From an optimization exercise on the open Yosys and OpenROAD flow, aimed at small area, a short achievable clock period and few clock cycles per item; shortcuts taken in it are not production practice.
Function was checked by simulation only, so behaviour that the tests miss may differ from the original.

[design/flow/config.mk]
export PLATFORM = sky130hd
export DESIGN_NAME = rational_arithmetic_unit
export DESIGN_NICKNAME = rational_arithmetic_unit
export VERILOG_FILES = /design/flow/design.v
export SDC_FILE = /design/flow/constraint.sdc
export NUM_CORES = 4
export LEC_CHECK = 0
export CAP_MARGIN = 20
export CORE_MARGIN = 2
export CORE_UTILIZATION = 40
export SLEW_MARGIN = 20
[design/flow/constraint.sdc]
create_clock -name core_clock -period 12.0 [get_ports {clk_i}]
set_input_delay 2.4000 -clock core_clock [delete_from_list [all_inputs] [get_ports {clk_i}]]
set_output_delay 2.4000 -clock core_clock [all_outputs]
set_load 0.01 [all_outputs]
[design/flow/design.v]
package rau_pkg;
  localparam int unsigned FieldW = 32;
  typedef enum logic [1:0] {
    ACT_ADD = 2'd0,
    ACT_MUL = 2'd1,
    ACT_EQ  = 2'd2,
    ACT_RED = 2'd3
  } action_e;
  typedef struct packed {
    logic start;
  } div_ctl_t;
endpackage
module rau_div #(
  parameter int unsigned W = 32
) (
  input  logic                 clk_i,
  input  logic                 rst_ni,
  input  rau_pkg::div_ctl_t    ctl_i,
  input  logic [W-1:0]         dividend_i,
  input  logic [W-1:0]         divisor_i,
  output logic                 done_o,
  output logic [W-1:0]         quot_o,
  output logic [W-1:0]         rem_o
);
  localparam int unsigned CntW = $clog2(W + 1);
  logic [W-1:0]    rem_q, quo_q, dsr_q;
  logic [CntW-1:0] cnt_q;
  logic            busy_q, qneg_q, rneg_q, zero_q, done_q;
  logic [W-1:0]    dvd_a, dsr_a;
  logic [W:0]      trial;
  logic [W:0]      shifted;
  assign dvd_a   = dividend_i[W-1] ? (~dividend_i + 1'b1) : dividend_i;
  assign dsr_a   = divisor_i[W-1] ? (~divisor_i + 1'b1) : divisor_i;
  assign shifted = {rem_q, quo_q[W-1]};
  assign trial   = shifted - {1'b0, dsr_q};
  always_ff @(posedge clk_i or negedge rst_ni) begin
    if (!rst_ni) begin
      busy_q <= 1'b0;
      done_q <= 1'b0;
      cnt_q  <= '0;
    end else begin
      done_q <= 1'b0;
      if (ctl_i.start) begin
        busy_q <= 1'b1;
        cnt_q  <= CntW'(W);
        rem_q  <= '0;
        quo_q  <= dvd_a;
        dsr_q  <= dsr_a;
        qneg_q <= dividend_i[W-1] ^ divisor_i[W-1];
        rneg_q <= dividend_i[W-1];
        zero_q <= (divisor_i == '0);
      end else if (busy_q) begin
        if (!trial[W]) begin
          rem_q <= trial[W-1:0];
          quo_q <= {quo_q[W-2:0], 1'b1};
        end else begin
          rem_q <= shifted[W-1:0];
          quo_q <= {quo_q[W-2:0], 1'b0};
        end
        cnt_q <= cnt_q - 1'b1;
        if (cnt_q == CntW'(1)) begin
          busy_q <= 1'b0;
          done_q <= 1'b1;
        end
      end
    end
  end
  always_comb begin
    if (zero_q) begin
      quot_o = '0;
      rem_o  = rneg_q ? (~rem_q + 1'b1) : rem_q;
    end else begin
      quot_o = qneg_q ? (~quo_q + 1'b1) : quo_q;
      rem_o  = rneg_q ? (~rem_q + 1'b1) : rem_q;
    end
  end
  assign done_o = done_q;
endmodule
module rational_arithmetic_unit #(
  parameter int unsigned WIDTH = 32
) (
  input  logic              clk_i,
  input  logic              rst_ni,
  input  logic              in_valid,
  output logic              in_ready,
  input  logic [1:0]        in_action,
  input  logic [31:0]       in_a_num,
  input  logic [31:0]       in_a_den,
  input  logic [31:0]       in_b_num,
  input  logic [31:0]       in_b_den,
  output logic              out_valid,
  input  logic              out_ready,
  output logic [31:0]       out_res_num,
  output logic [31:0]       out_res_den,
  output logic              out_is_equal,
  output logic              out_bad_denominator
);
  localparam int unsigned W = WIDTH;
  typedef enum logic [4:0] {
    S_IDLE, S_GCD, S_GCD_W, S_RED_N, S_RED_NW, S_RED_D, S_RED_DW,
    S_ADD_M1, S_ADD_D1, S_ADD_D1W, S_ADD_M2, S_ADD_D2, S_ADD_D2W,
    S_ADD_M3, S_ADD_D3, S_ADD_D3W, S_ADD_FIN, S_MUL, S_OUT
  } state_e;
  typedef enum logic [1:0] {
    R_OUT, R_EQ_B, R_EQ_CMP
  } red_next_e;
  state_e       state_q;
  red_next_e    rnext_q;
  logic [1:0]   act_q;
  logic [W-1:0] an_q, ad_q, bn_q, bd_q;
  logic [W-1:0] m_q, n_q;       
  logic [W-1:0] fn_q, fd_q;     
  logic [W-1:0] g_q, cd_q, t1_q, rn_q, rd_q, ran_q, rad_q, tmp_q;
  logic         bad_q, eq_q, ovalid_q;
  logic [W-1:0] onum_q, oden_q;
  logic         oeq_q, obad_q;
  logic [W-1:0] mul_a, mul_b, mul_p;
  logic [W-1:0] div_n, div_d, div_q, div_r;
  logic         div_done;
  rau_pkg::div_ctl_t div_ctl;
  logic [W-1:0] in_an, in_ad, in_bn, in_bd;
  assign in_an = W'(in_a_num);
  assign in_ad = W'(in_a_den);
  assign in_bn = W'(in_b_num);
  assign in_bd = W'(in_b_den);
  assign mul_p = W'(mul_a * mul_b);
  rau_div #(.W(W)) u_div (
    .clk_i, .rst_ni,
    .ctl_i(div_ctl),
    .dividend_i(div_n),
    .divisor_i(div_d),
    .done_o(div_done),
    .quot_o(div_q),
    .rem_o(div_r)
  );
  always_comb begin
    mul_a = ad_q;
    mul_b = bd_q;
    div_n = m_q;
    div_d = n_q;
    div_ctl.start = 1'b0;
    unique case (state_q)
      S_ADD_M2: begin mul_a = an_q; mul_b = cd_q; end
      S_ADD_M3: begin mul_a = bn_q; mul_b = cd_q; end
      S_MUL:    begin mul_a = an_q; mul_b = bn_q; end
      default: ;
    endcase
    unique case (state_q)
      S_GCD:    begin div_n = m_q;  div_d = n_q;  div_ctl.start = (n_q != '0); end
      S_RED_N:  begin div_n = fn_q; div_d = g_q;  div_ctl.start = 1'b1; end
      S_RED_D:  begin div_n = fd_q; div_d = g_q;  div_ctl.start = 1'b1; end
      S_ADD_D1: begin div_n = tmp_q; div_d = g_q; div_ctl.start = 1'b1; end
      S_ADD_D2: begin div_n = tmp_q; div_d = ad_q; div_ctl.start = 1'b1; end
      S_ADD_D3: begin div_n = tmp_q; div_d = bd_q; div_ctl.start = 1'b1; end
      default: ;
    endcase
  end
  assign in_ready            = (state_q == S_IDLE);
  assign out_valid           = ovalid_q;
  assign out_res_num         = 32'(signed'(onum_q));
  assign out_res_den         = 32'(signed'(oden_q));
  assign out_is_equal        = oeq_q;
  assign out_bad_denominator = obad_q;
  always_ff @(posedge clk_i or negedge rst_ni) begin
    if (!rst_ni) begin
      state_q  <= S_IDLE;
      rnext_q  <= R_OUT;
      ovalid_q <= 1'b0;
      onum_q   <= '0;
      oden_q   <= '0;
      oeq_q    <= 1'b0;
      obad_q   <= 1'b0;
    end else begin
      if ((state_q == S_OUT) && (!ovalid_q || out_ready)) begin
        ovalid_q <= 1'b1;
        onum_q   <= rn_q;
        oden_q   <= rd_q;
        oeq_q    <= eq_q;
        obad_q   <= bad_q;
      end else if (out_valid && out_ready) begin
        ovalid_q <= 1'b0;
      end
      unique case (state_q)
        S_IDLE: if (in_valid) begin
          act_q <= in_action;
          eq_q  <= 1'b0;
          rn_q  <= '0;
          rd_q  <= W'(1);
          bad_q <= (in_ad == '0) ||
                   ((in_action != rau_pkg::ACT_RED) && (in_bd == '0));
          an_q  <= (in_ad == '0) ? '0 : in_an;
          ad_q  <= (in_ad == '0) ? W'(1) : in_ad;
          bn_q  <= (in_bd == '0) ? '0 : in_bn;
          bd_q  <= (in_bd == '0) ? W'(1) : in_bd;
          unique case (in_action)
            rau_pkg::ACT_ADD: begin
              m_q <= (in_ad == '0) ? W'(1) : in_ad;
              n_q <= (in_bd == '0) ? W'(1) : in_bd;
              state_q <= S_GCD;
              rnext_q <= R_OUT;
            end
            rau_pkg::ACT_MUL: state_q <= S_MUL;
            rau_pkg::ACT_EQ, rau_pkg::ACT_RED: begin
              fn_q <= (in_ad == '0) ? '0 : in_an;
              fd_q <= (in_ad == '0) ? W'(1) : in_ad;
              m_q  <= (in_ad == '0) ? '0 : in_an;
              n_q  <= (in_ad == '0) ? W'(1) : in_ad;
              rnext_q <= (in_action == rau_pkg::ACT_EQ) ? R_EQ_B : R_OUT;
              state_q <= S_GCD;
            end
            default: ;
          endcase
        end
        S_MUL: begin
          fn_q <= mul_p;
          m_q  <= mul_p;
          state_q <= S_ADD_FIN;
        end
        S_GCD: begin
          if (n_q == '0) begin
            g_q <= m_q;
            state_q <= (act_q == rau_pkg::ACT_ADD) ? S_ADD_M1 : S_RED_N;
          end else begin
            state_q <= S_GCD_W;
          end
        end
        S_GCD_W: if (div_done) begin
          m_q <= n_q;
          n_q <= div_r;
          state_q <= S_GCD;
        end
        S_RED_N:  state_q <= S_RED_NW;
        S_RED_NW: if (div_done) begin
          tmp_q <= div_q;
          state_q <= S_RED_D;
        end
        S_RED_D:  state_q <= S_RED_DW;
        S_RED_DW: if (div_done) begin
          if (div_q == '0) begin
            bad_q <= 1'b1;
            ran_q <= '0;
            rad_q <= W'(1);
          end else begin
            ran_q <= tmp_q;
            rad_q <= div_q;
          end
          unique case (rnext_q)
            R_EQ_B: begin
              fn_q <= bn_q; fd_q <= bd_q; m_q <= bn_q; n_q <= bd_q;
              rnext_q <= R_EQ_CMP;
              state_q <= S_GCD;
            end
            R_EQ_CMP: begin
              eq_q <= (ran_q == ((div_q == '0) ? '0 : tmp_q)) &&
                      (rad_q == ((div_q == '0) ? W'(1) : div_q));
              state_q <= S_OUT;
            end
            default: begin
              rn_q <= (div_q == '0) ? '0 : tmp_q;
              rd_q <= (div_q == '0) ? W'(1) : div_q;
              state_q <= S_OUT;
            end
          endcase
        end
        S_ADD_M1: begin
          tmp_q <= mul_p;    
          state_q <= S_ADD_D1;
        end
        S_ADD_D1:  state_q <= S_ADD_D1W;
        S_ADD_D1W: if (div_done) begin
          cd_q <= div_q;
          state_q <= S_ADD_M2;
        end
        S_ADD_M2: begin tmp_q <= mul_p; state_q <= S_ADD_D2; end
        S_ADD_D2:  state_q <= S_ADD_D2W;
        S_ADD_D2W: if (div_done) begin
          t1_q <= div_q;
          state_q <= S_ADD_M3;
        end
        S_ADD_M3: begin tmp_q <= mul_p; state_q <= S_ADD_D3; end
        S_ADD_D3:  state_q <= S_ADD_D3W;
        S_ADD_D3W: if (div_done) begin
          if (cd_q == '0) begin
            bad_q <= 1'b1;
            rn_q  <= '0;
            rd_q  <= W'(1);
          end else begin
            rn_q <= t1_q + div_q;
            rd_q <= cd_q;
          end
          state_q <= S_OUT;
        end
        S_ADD_FIN: begin
          if (mul_p == '0) begin
            bad_q <= 1'b1;
            fn_q <= '0; fd_q <= W'(1); m_q <= '0; n_q <= W'(1);
          end else begin
            fd_q <= mul_p; n_q <= mul_p;
          end
          rnext_q <= R_OUT;
          state_q <= S_GCD;
        end
        S_OUT: if (!ovalid_q || out_ready) begin
          state_q <= S_IDLE;
        end
        default: state_q <= S_IDLE;
      endcase
    end
  end
endmodule
[design/flow/run.sh]
#!/bin/bash
# synth_recipe.tcl (not shown) runs the flow's synth.tcl, then flattens the netlist and writes it again
# the make line also repeats each setting of config.mk as NAME=value (left out here)
make -C /OpenROAD-flow-scripts/flow DESIGN_CONFIG=/design/flow/config.mk WORK_HOME=/design/flow/orfs CLKGATE_MAP_FILE= SYNTH_SCRIPT=/design/flow/synth_recipe.tcl finish
==> impl_summary.log <==
INFO  metric run_status = timing/DRC/antenna clean
INFO  metric max_clock_freq = 0.08926 GHz
INFO  metric timing.max_slew.rel_slack = 12.56%
INFO  metric grt_use_total = 30.69%
INFO  metric grt_pass1_vias = 41410
INFO  metric cts_tree = done
INFO  metric rr_worst_depth = 30
INFO  metric placementRows = 133
INFO  metric synth.cells.most_frequent = sky130_fd_sc_hd__edfxtp_1 (615), sky130_fd_sc_hd__nor2_1 (574), sky130_fd_sc_hd__inv_1 (493)
INFO  metric timing.rr.end = fn_q[31]$_DFFE_PP_
INFO  metric core_area = 131800 sq um
INFO  metric synth-seq-area-share = 38.55%
INFO  metric die_ar = 136000 sq um
INFO  metric reg2reg_setup_slack = 0.80 ns
INFO  metric cts_buffer_depth = 3
INFO  metric drive_gt1_share = 11.37%
INFO  metric worstSkewPairLatency = 0.68 ns
INFO  metric netlist-cell-type-count = 90
INFO  metric worstMarginPinSlew = 1.312 ns
INFO  metric route.detailed.wl_per_inst = 30.03 microns
INFO  metric global_route_wire_length_before_repair = 300200 microns
INFO  metric final.period_utilization = 93.36%
INFO  metric cp-start-kind = flop
INFO  metric drtIter0Drc = 5430
INFO  metric cts_setup_buffers = 0
INFO  metric drt_drc_violations_left = 0
INFO  metric synth.top_cell.area_share = 34.70%
INFO  metric critical_path_class = reg2reg
INFO  metric nets = 5939
INFO  metric number_of_flops_mapped_to_enable_cells_by_yosys = 615
INFO  metric post_synth_instance_area = 53230 sq um
INFO  metric starting_density = 40.39%
INFO  metric grt_start_max_net_pins = 80
INFO  metric max_cap_violations = 0
INFO  metric detailed_place.area = 57690 sq um
INFO  metric timing.hold.worst_path_depth = 0
INFO  metric worst-endpoint-arrival = 11.56 ns
INFO  metric globalRouteOverflowTotal = 0
INFO  metric count_of_boundary_i_o_pins = 202
INFO  metric min_from = m_q[20]$_DFFE_PP_
INFO  metric multi_input_comb_area = 29890 sq um
INFO  metric syn_area_per_cell = 10.46 sq um
INFO  metric end_kind = flop
INFO  metric postCtsHoldBufs = 0
INFO  metric cts_repair_resize_count = 0
INFO  metric ys.warnings.count = 2
INFO  metric cts_made_buffers = 79
INFO  metric cell_family_with_the_largest_share_of_critical_path_delay = adder cells
INFO  metric ctsHtreeMaxLevel = 3
INFO  metric antenna_found_initial = 16
INFO  metric routabilityCongestion = 1.040
INFO  metric synth_flop_cell = sky130_fd_sc_hd__edfxtp_1
INFO  metric finalMaxSlewViolations = 0
INFO  metric io_buffer_count = 201
INFO  metric vias_per_cell = 6.084
INFO  metric synth_cells = 5088
INFO  metric post-route-min-period = 11.20 ns
INFO  metric dp.final_hpwl = 161400 microns
INFO  metric cts.sink_count = 697
INFO  metric clock_skew = 0.03106 ns
INFO  metric antenna_violating_nets_post_route = 0
INFO  metric timing.critical_path.mode_cell = sky130_fd_sc_hd__fa_1
INFO  metric final.hold.worst_slack = 0.4603 ns
INFO  metric setup-violations-final = 0
INFO  metric synthMostInstantiatedCell = sky130_fd_sc_hd__edfxtp_1
INFO  metric firstDrtPassIters = 13
INFO  metric critical-path-slowest-cell = sky130_fd_sc_hd__dfrtp_1
INFO  metric synth.net_count = 5826
INFO  metric worstPathMaxFanout = 26
INFO  metric flop_and_latch_count_out_of_synthesis = 697
INFO  metric cell_type_with_the_largest_total_area_after_synthesis = sky130_fd_sc_hd__edfxtp_1
INFO  metric detailroute.via_count = 42770
INFO  metric wl = 211100 microns
INFO  metric clock_transition_time_at_the_flip_flop_clock_pins_of_the_worst_setup_and_hold_paths = 0.06 ns
INFO  metric die_width = 368.8 microns
INFO  metric final-hold-violation-count = 0
INFO  metric ff_latch_area = 20520 sq um
INFO  metric worstReg2RegStart = state_q[2]$_DFFE_PN0P_
INFO  metric async_reset_ff_share = 11.76%
INFO  metric tns = 0 ns
INFO  metric holdCritPathClass = reg2reg
INFO  metric min_to = g_q[20]$_DFFE_PP_
INFO  metric num-fill-cells = 12300
INFO  metric finish.instance_area = 60410 sq um
INFO  metric cts-root-buf = sky130_fd_sc_hd__clkbuf_16
INFO  metric worst-path-buf-inv = 8
INFO  metric post_synth_main_area_contributors = sky130_fd_sc_hd__edfxtp_1 (35%), sky130_fd_sc_hd__fa_1 (15%), sky130_fd_sc_hd__ha_1 (4.6%)
INFO  metric die_height = 368.8 microns
INFO  metric critPathMaxStageDelay = 0.79 ns
INFO  metric endpoint_required_time_on_the_critical_path = 12.36 ns
INFO  metric flow.area_growth_from_synthesis = 13.50%
INFO  metric rsz0062_at_grt = false
==> cells in the final DEF, fill, tap and decap left out, types with 76 or more instances in the layout <==
master | Yosys | routed
sky130_fd_sc_hd__inv_1 | 493 | 493
sky130_fd_sc_hd__nor2_1 | 574 | 562
sky130_fd_sc_hd__fa_1 | 410 | 410
sky130_fd_sc_hd__a21oi_1 | 150 | 131
sky130_fd_sc_hd__ha_1 | 194 | 194
sky130_fd_sc_hd__a22o_1 | 160 | 160
sky130_fd_sc_hd__or2_2 | 138 | 138
sky130_fd_sc_hd__clkdlybuf4s50_1 | 0 | 199
sky130_fd_sc_hd__xnor2_1 | 160 | 160
sky130_fd_sc_hd__edfxtp_1 | 615 | 615
sky130_fd_sc_hd__xor2_1 | 96 | 96
sky130_fd_sc_hd__mux2_2 | 105 | 105
sky130_fd_sc_hd__nand2_1 | 317 | 316
sky130_fd_sc_hd__o21ai_0 | 181 | 180
sky130_fd_sc_hd__nor2b_1 | 76 | 76
sky130_fd_sc_hd__mux2i_1 | 80 | 80
sky130_fd_sc_hd__clkbuf_16 | 0 | 82
sky130_fd_sc_hd__dfrtp_1 | 82 | 82
sky130_fd_sc_hd__buf_4 | 1 | 157
==> per-stage QoR <==
step           util (%)  setup WS, ns  cells
4_1_cts           45.80         1.068   7020
3_5_place_dp      43.78         1.108   6873
5_1_grt           45.82        0.3860   7022
3_3_place_gp      43.74         1.123   6871
6_report          45.84        0.7967   7029
2_1_floorplan         -        0.7109   5088
==> logic make-up (layout without fill, tap and decap cells) <==
family                     after synthesis  in the layout  share of synthesized area, %
muxes                                  185            185                         3.726
buffers and inverters                  825           1004                         5.860
adders and majority gates              604            604                         19.98
and+or+nand+nor                       1507           1507                         13.65
AOI/OAI and AO/OA                     1006           1006                         13.68
other                                    0              7                             0
xor gates and xnor gates               264            264                         4.551
DFF                                    697            697                         38.55
==> how the worst max path moves through the flow <==
stage / start / endpoint / slack (ns) / depth (start not counted)
6_report: state_q[2]$_DFFE_PN0P_ / fn_q[31]$_DFFE_PP_ / 0.80 / 30
5_1_grt: state_q[2]$_DFFE_PN0P_ / fn_q[20]$_DFFE_PP_ / 0.39 / 30
4_1_cts: state_q[2]$_DFFE_PN0P_ / fn_q[27]$_DFFE_PP_ / 1.07 / 31
3_5_place_dp: state_q[2]$_DFFE_PN0P_ / fn_q[21]$_DFFE_PP_ / 1.11 / 31
3_3_place_gp: state_q[2]$_DFFE_PN0P_ / fn_q[30]$_DFFE_PP_ / 1.12 / 33
2_1_floorplan: state_q[2]$_DFFE_PN0P_ / m_q[0]$_DFFE_PP_ / 0.71 / 36
==> per-layer routing <==
| layer | routed length [microns] | vias up | track usage, % | part of all wire [%] |
|---|---|---|---|---|
| met3 | 27120 | 558 | 10.91 | 13 |
| met2 | 91570 | 2724 | 45.82 | 43 |
| met4 | 11480 | 18 | 14.38 | 5.4 |
| li1 | - | 18110 | - | - |
| met5 | 283 | - | 0.8903 | 0.13 |
| met1 | 80660 | 21360 | 39.61 | 38 |
==> cell type report <==
cell class	instances	area share, %
Tap cell	1755	3.635
Inverter	495	3.076
Timing Repair Buffer	362	5.381
Clock buffer	101	3.598
Multi-Input combinational cell	3566	49.49
Sequential cell	697	33.97
Clock inverter	46	0.8305
Antenna cell	7	0.02900
Testbench counts, summed over its fixed seeds: cycles 528,110, items 960.

## what the ideal ports hide
The flow's constraints put no driver on any port. The routed layout listed below was extracted and timed again, unchanged, in two steps.
Step 1, drivers: a clkbuf_16 drives clk_i and a buf_2 each remaining input, both assumed.
Step 2, shift: input delay + t, output delay - t, t = (earliest + latest rising clock arrival at the registers) / 2. This alone moves slack from input paths to output paths.
Slacks: ideal / step 1 / step 2; pairs: ideal / step 1.
t, ns: 0.744
setup slack, ns: 0.797 / 0.797 / 0.797
latest minus earliest clock arrival (ns): 0.031 / 0.031
After both steps setup and hold are still met in this run. The setup slack of this run moves by 0.000 ns with the drivers and by 0.000 ns with both steps.
